Context: an optimization exercise on an open-source flow, tuned for small area, a short achievable clock period and few clock cycles per item. The choices shown serve that exercise and are no tape-out recipe. The RTL was checked by simulation tests, not by an equivalence proof against the original design. Power is estimated from default activity; no workload was simulated.

==> flow/design.v <==
package dmem_pkg;
  localparam int DMEM_ADDR_W = 9;
  localparam int DMEM_DATA_W = 32;
  localparam int DMEM_DEPTH  = 128;
endpackage
module dmem_pair #(
  parameter int DATA_W = 32
) (
  input  logic              clk,
  input  logic              we0,
  input  logic              wen0,
  input  logic              we1,
  input  logic              wen1,
  input  logic [DATA_W-1:0] x,
  input  logic              rl0,
  input  logic              rl1,
  output logic [DATA_W-1:0] r
);
  logic [DATA_W-1:0] s0_q, s1_q;
  always_ff @(posedge clk) begin
    s0_q <= ~(({DATA_W{we0}} & x) | ({DATA_W{wen0}} & s0_q));
    s1_q <= ~(({DATA_W{we1}} & x) | ({DATA_W{wen1}} & s1_q));
  end
  assign r = ~(({DATA_W{rl0}} | s0_q) & ({DATA_W{rl1}} | s1_q));
endmodule
module dmem_nor2 #(
  parameter int DATA_W = 32
) (
  input  logic [DATA_W-1:0] a,
  input  logic [DATA_W-1:0] b,
  output logic [DATA_W-1:0] y
);
  assign y = ~(a | b);
endmodule
module dmem_nand2 #(
  parameter int DATA_W = 32
) (
  input  logic [DATA_W-1:0] a,
  input  logic [DATA_W-1:0] b,
  output logic [DATA_W-1:0] y
);
  assign y = ~(a & b);
endmodule
module dmem_bank #(
  parameter int DATA_W = 32,
  parameter int BWORDS = 16,
  parameter int BIDX_W = 4
) (
  input  logic              clk,
  input  logic              we,
  input  logic [BIDX_W-1:0] waddr,
  input  logic              re,
  input  logic [BIDX_W-1:0] raddr,
  input  logic [DATA_W-1:0] x,
  output logic [DATA_W-1:0] r_n
);
  localparam int NPAIR = BWORDS / 2;
  logic [BWORDS-1:0] wsel;
  logic [BWORDS-1:0] rsel_n;
  logic [DATA_W-1:0] pr [NPAIR];
  genvar gi;
  for (gi = 0; gi < BWORDS; gi++) begin : g_dec
    assign wsel[gi]   = we && (waddr == BIDX_W'(gi));
    assign rsel_n[gi] = !(re && (raddr == BIDX_W'(gi)));
  end
  for (gi = 0; gi < NPAIR; gi++) begin : g_pair
    dmem_pair #(
      .DATA_W (DATA_W)
    ) u_pair (
      .clk  (clk),
      .we0  (wsel[2*gi]),
      .wen0 (!wsel[2*gi]),
      .we1  (wsel[2*gi+1]),
      .wen1 (!wsel[2*gi+1]),
      .x    (x),
      .rl0  (rsel_n[2*gi]),
      .rl1  (rsel_n[2*gi+1]),
      .r    (pr[gi])
    );
  end
  logic [DATA_W-1:0] t1 [4];
  logic [DATA_W-1:0] t2 [2];
  for (gi = 0; gi < 4; gi++) begin : g_t1
    dmem_nor2 #(.DATA_W(DATA_W)) u_g (.a(pr[2*gi]), .b(pr[2*gi+1]), .y(t1[gi]));
  end
  for (gi = 0; gi < 2; gi++) begin : g_t2
    dmem_nand2 #(.DATA_W(DATA_W)) u_g (.a(t1[2*gi]), .b(t1[2*gi+1]), .y(t2[gi]));
  end
  dmem_nor2 #(.DATA_W(DATA_W)) u_t3 (.a(t2[0]), .b(t2[1]), .y(r_n));
endmodule
module dmem_array #(
  parameter int DATA_W = 32,
  parameter int DEPTH  = 128,
  parameter int IDX_W  = 7
) (
  input  logic              clk,
  input  logic              wgo,
  input  logic [IDX_W-1:0]  waddr,
  input  logic [DATA_W-1:0] wdata,
  input  logic              re,
  input  logic [IDX_W-1:0]  raddr,
  output logic [DATA_W-1:0] rdata
);
  localparam int BWORDS = 16;
  localparam int BIDX_W = 4;
  localparam int NBANK  = DEPTH / BWORDS;
  localparam int BSEL_W = IDX_W - BIDX_W;
  logic              phase_q;
  logic [DATA_W-1:0] x_q;
  logic [IDX_W-1:0]  waddr_q;
  logic [DATA_W-1:0] rsel;
  logic [DATA_W-1:0] rdata_q;
  logic [DATA_W-1:0] br_n [NBANK];
  logic [DATA_W-1:0] u1 [4];
  logic [DATA_W-1:0] u2 [2];
  always_ff @(posedge clk) begin
    phase_q <= ~phase_q;
  end
  always_ff @(posedge clk) begin
    waddr_q <= waddr;
    x_q     <= ~(wdata ^ {DATA_W{phase_q}});
  end
  genvar gi;
  for (gi = 0; gi < NBANK; gi++) begin : g_bank
    dmem_bank #(
      .DATA_W (DATA_W),
      .BWORDS (BWORDS),
      .BIDX_W (BIDX_W)
    ) u_bank (
      .clk   (clk),
      .we    (wgo && (waddr_q[IDX_W-1:BIDX_W] == BSEL_W'(gi))),
      .waddr (waddr_q[BIDX_W-1:0]),
      .re    (re && (raddr[IDX_W-1:BIDX_W] == BSEL_W'(gi))),
      .raddr (raddr[BIDX_W-1:0]),
      .x     (x_q),
      .r_n   (br_n[gi])
    );
  end
  for (gi = 0; gi < 4; gi++) begin : g_u1
    dmem_nand2 #(.DATA_W(DATA_W)) u_g (.a(br_n[2*gi]), .b(br_n[2*gi+1]), .y(u1[gi]));
  end
  for (gi = 0; gi < 2; gi++) begin : g_u2
    dmem_nor2 #(.DATA_W(DATA_W)) u_g (.a(u1[2*gi]), .b(u1[2*gi+1]), .y(u2[gi]));
  end
  dmem_nand2 #(.DATA_W(DATA_W)) u_u3 (.a(u2[0]), .b(u2[1]), .y(rsel));
  always_ff @(posedge clk) begin
    rdata_q <= rsel ^ {DATA_W{re && !phase_q}};
  end
  assign rdata = rdata_q;
endmodule
module dmem_responder #(
  parameter int ADDR_W = dmem_pkg::DMEM_ADDR_W,
  parameter int DATA_W = dmem_pkg::DMEM_DATA_W,
  parameter int DEPTH  = dmem_pkg::DMEM_DEPTH
) (
  input  logic              clk,
  input  logic              reset,
  input  logic              req_valid,
  input  logic              req_write,
  input  logic [ADDR_W-1:0] req_addr,
  input  logic [DATA_W-1:0] req_wdata,
  output logic              req_ready,
  output logic              stall_o,
  output logic              rsp_valid,
  output logic              rsp_err,
  output logic [DATA_W-1:0] rsp_rdata
);
  localparam int IDX_W = ADDR_W - 2;
  logic busy_q;    
  logic rsp_q;     
  logic rdy_q;     
  logic err_q;     
  logic wgo_q;     
  logic accept;
  logic aligned;
  assign accept  = req_valid && !busy_q;
  assign aligned = (req_addr[1:0] == 2'b00);
  always_ff @(posedge clk or negedge reset) begin
    if (!reset) begin
      busy_q <= 1'b0;
      rsp_q  <= 1'b0;
      rdy_q  <= 1'b1;
      err_q  <= 1'b0;
      wgo_q  <= 1'b0;
    end else begin
      busy_q <= accept;
      rsp_q  <= accept;
      rdy_q  <= !accept;
      err_q  <= accept && !aligned;
      wgo_q  <= accept && req_write && aligned;
    end
  end
  dmem_array #(
    .DATA_W (DATA_W),
    .DEPTH  (DEPTH),
    .IDX_W  (IDX_W)
  ) u_array (
    .clk   (clk),
    .wgo   (wgo_q),
    .waddr (req_addr[ADDR_W-1:2]),
    .wdata (req_wdata),
    .re    (aligned),
    .raddr (req_addr[ADDR_W-1:2]),
    .rdata (rsp_rdata)
  );
  assign req_ready = rdy_q;
  assign stall_o   = req_valid && rdy_q;
  assign rsp_valid = rsp_q;
  assign rsp_err   = err_q;
endmodule
export LEC_CHECK = 0
export CAP_MARGIN = 30
export CORE_MARGIN = 2
export CORE_UTILIZATION = 42
export CTS_CLUSTER_DIAMETER = 80
export CTS_CLUSTER_SIZE = 28
export SETUP_SLACK_MARGIN = 2.9
export SLEW_MARGIN = 40
export SYNTH_HIERARCHICAL = 1
export SYNTH_MEMORY_MAX_BITS = 8192
export TNS_END_PERCENT = 5
create_clock -name core_clock -period 5.5 [get_ports {clk}]
run.sh (not shown) runs the stock make flow with config.mk's settings and CLKGATE_MAP_FILE= SYNTH_SCRIPT=/design/flow/synth_recipe.tcl, a recipe that flattens the netlist after the stock synthesis.
Testbench counts at the start, summed over its fixed seeds: cycles 9,600, items 4,800.
Then changed:
--- a/flow/design.v
+++ b/flow/design.v
@@ -127,13 +127,13 @@
       .BWORDS (BWORDS),
       .BIDX_W (BIDX_W)
     ) u_bank (
       .clk   (clk),
       .we    (wgo && (waddr_q[IDX_W-1:BIDX_W] == BSEL_W'(gi))),
       .waddr (waddr_q[BIDX_W-1:0]),
-      .re    (re && (raddr[IDX_W-1:BIDX_W] == BSEL_W'(gi))),
+      .re    (raddr[IDX_W-1:BIDX_W] == BSEL_W'(gi)),
       .raddr (raddr[BIDX_W-1:0]),
       .x     (x_q),
       .r_n   (br_n[gi])
     );
   end
   for (gi = 0; gi < 4; gi++) begin : g_u1
@@ -141,13 +141,13 @@
   end
   for (gi = 0; gi < 2; gi++) begin : g_u2
     dmem_nor2 #(.DATA_W(DATA_W)) u_g (.a(u1[2*gi]), .b(u1[2*gi+1]), .y(u2[gi]));
   end
   dmem_nand2 #(.DATA_W(DATA_W)) u_u3 (.a(u2[0]), .b(u2[1]), .y(rsel));
   always_ff @(posedge clk) begin
-    rdata_q <= rsel ^ {DATA_W{re && !phase_q}};
+    rdata_q <= {DATA_W{re}} & (rsel ^ {DATA_W{!phase_q}});
   end
   assign rdata = rdata_q;
 endmodule
 module dmem_responder #(
   parameter int ADDR_W = dmem_pkg::DMEM_ADDR_W,
   parameter int DATA_W = dmem_pkg::DMEM_DATA_W,
After rerunning: Total power is about the same. Final cell count grows by 0.61%. Wire length shrinks by 2.1%. Core utilization shrinks by 0.85 points. Design area shrinks by 1.3%. Synthesized cell count barely changes. Maximum frequency shrinks by 3.9%. Register-to-register slack got worse by 130 ps. Count of clock-buffer cells in the layout grows by 5. Area after synthesis is about the same.
Testbench counts after the change, summed over its fixed seeds: cycles 9,600, items 4,800.

afterwards: timing with drivers on the ports:
Ports are ideal in the flow. The routed layouts listed here were re-timed in OpenROAD. Step 1 assumes that a clkbuf_16 drives the clock port and a buf_2 every other input. Step 2 times the ports against the registers' clock, not the clock port: input delays grow and output delays shrink by t, the midpoint of the rising clock arrivals with the driver on. a / b / c = ideal ports / drivers / drivers and shift; a / b = the first two.
| run | shift t [ns] | slack for setup (ns) | slew at the worst register clock pin (ns) | worst slew at a driven data input, ns |
|---|---|---|---|---|
| the first run | 1.070 | 2.505 / 2.310 / 1.240 | 0.12 / 0.12 | 0.46 |
| the second run | 1.050 | 2.383 / 2.282 / 1.233 | 0.11 / 0.11 | 0.38 |
After both steps every run listed still meets setup and hold. The setup slack of the first run, which loses most, moves by -0.195 ns with the drivers and by -1.265 ns with both steps.
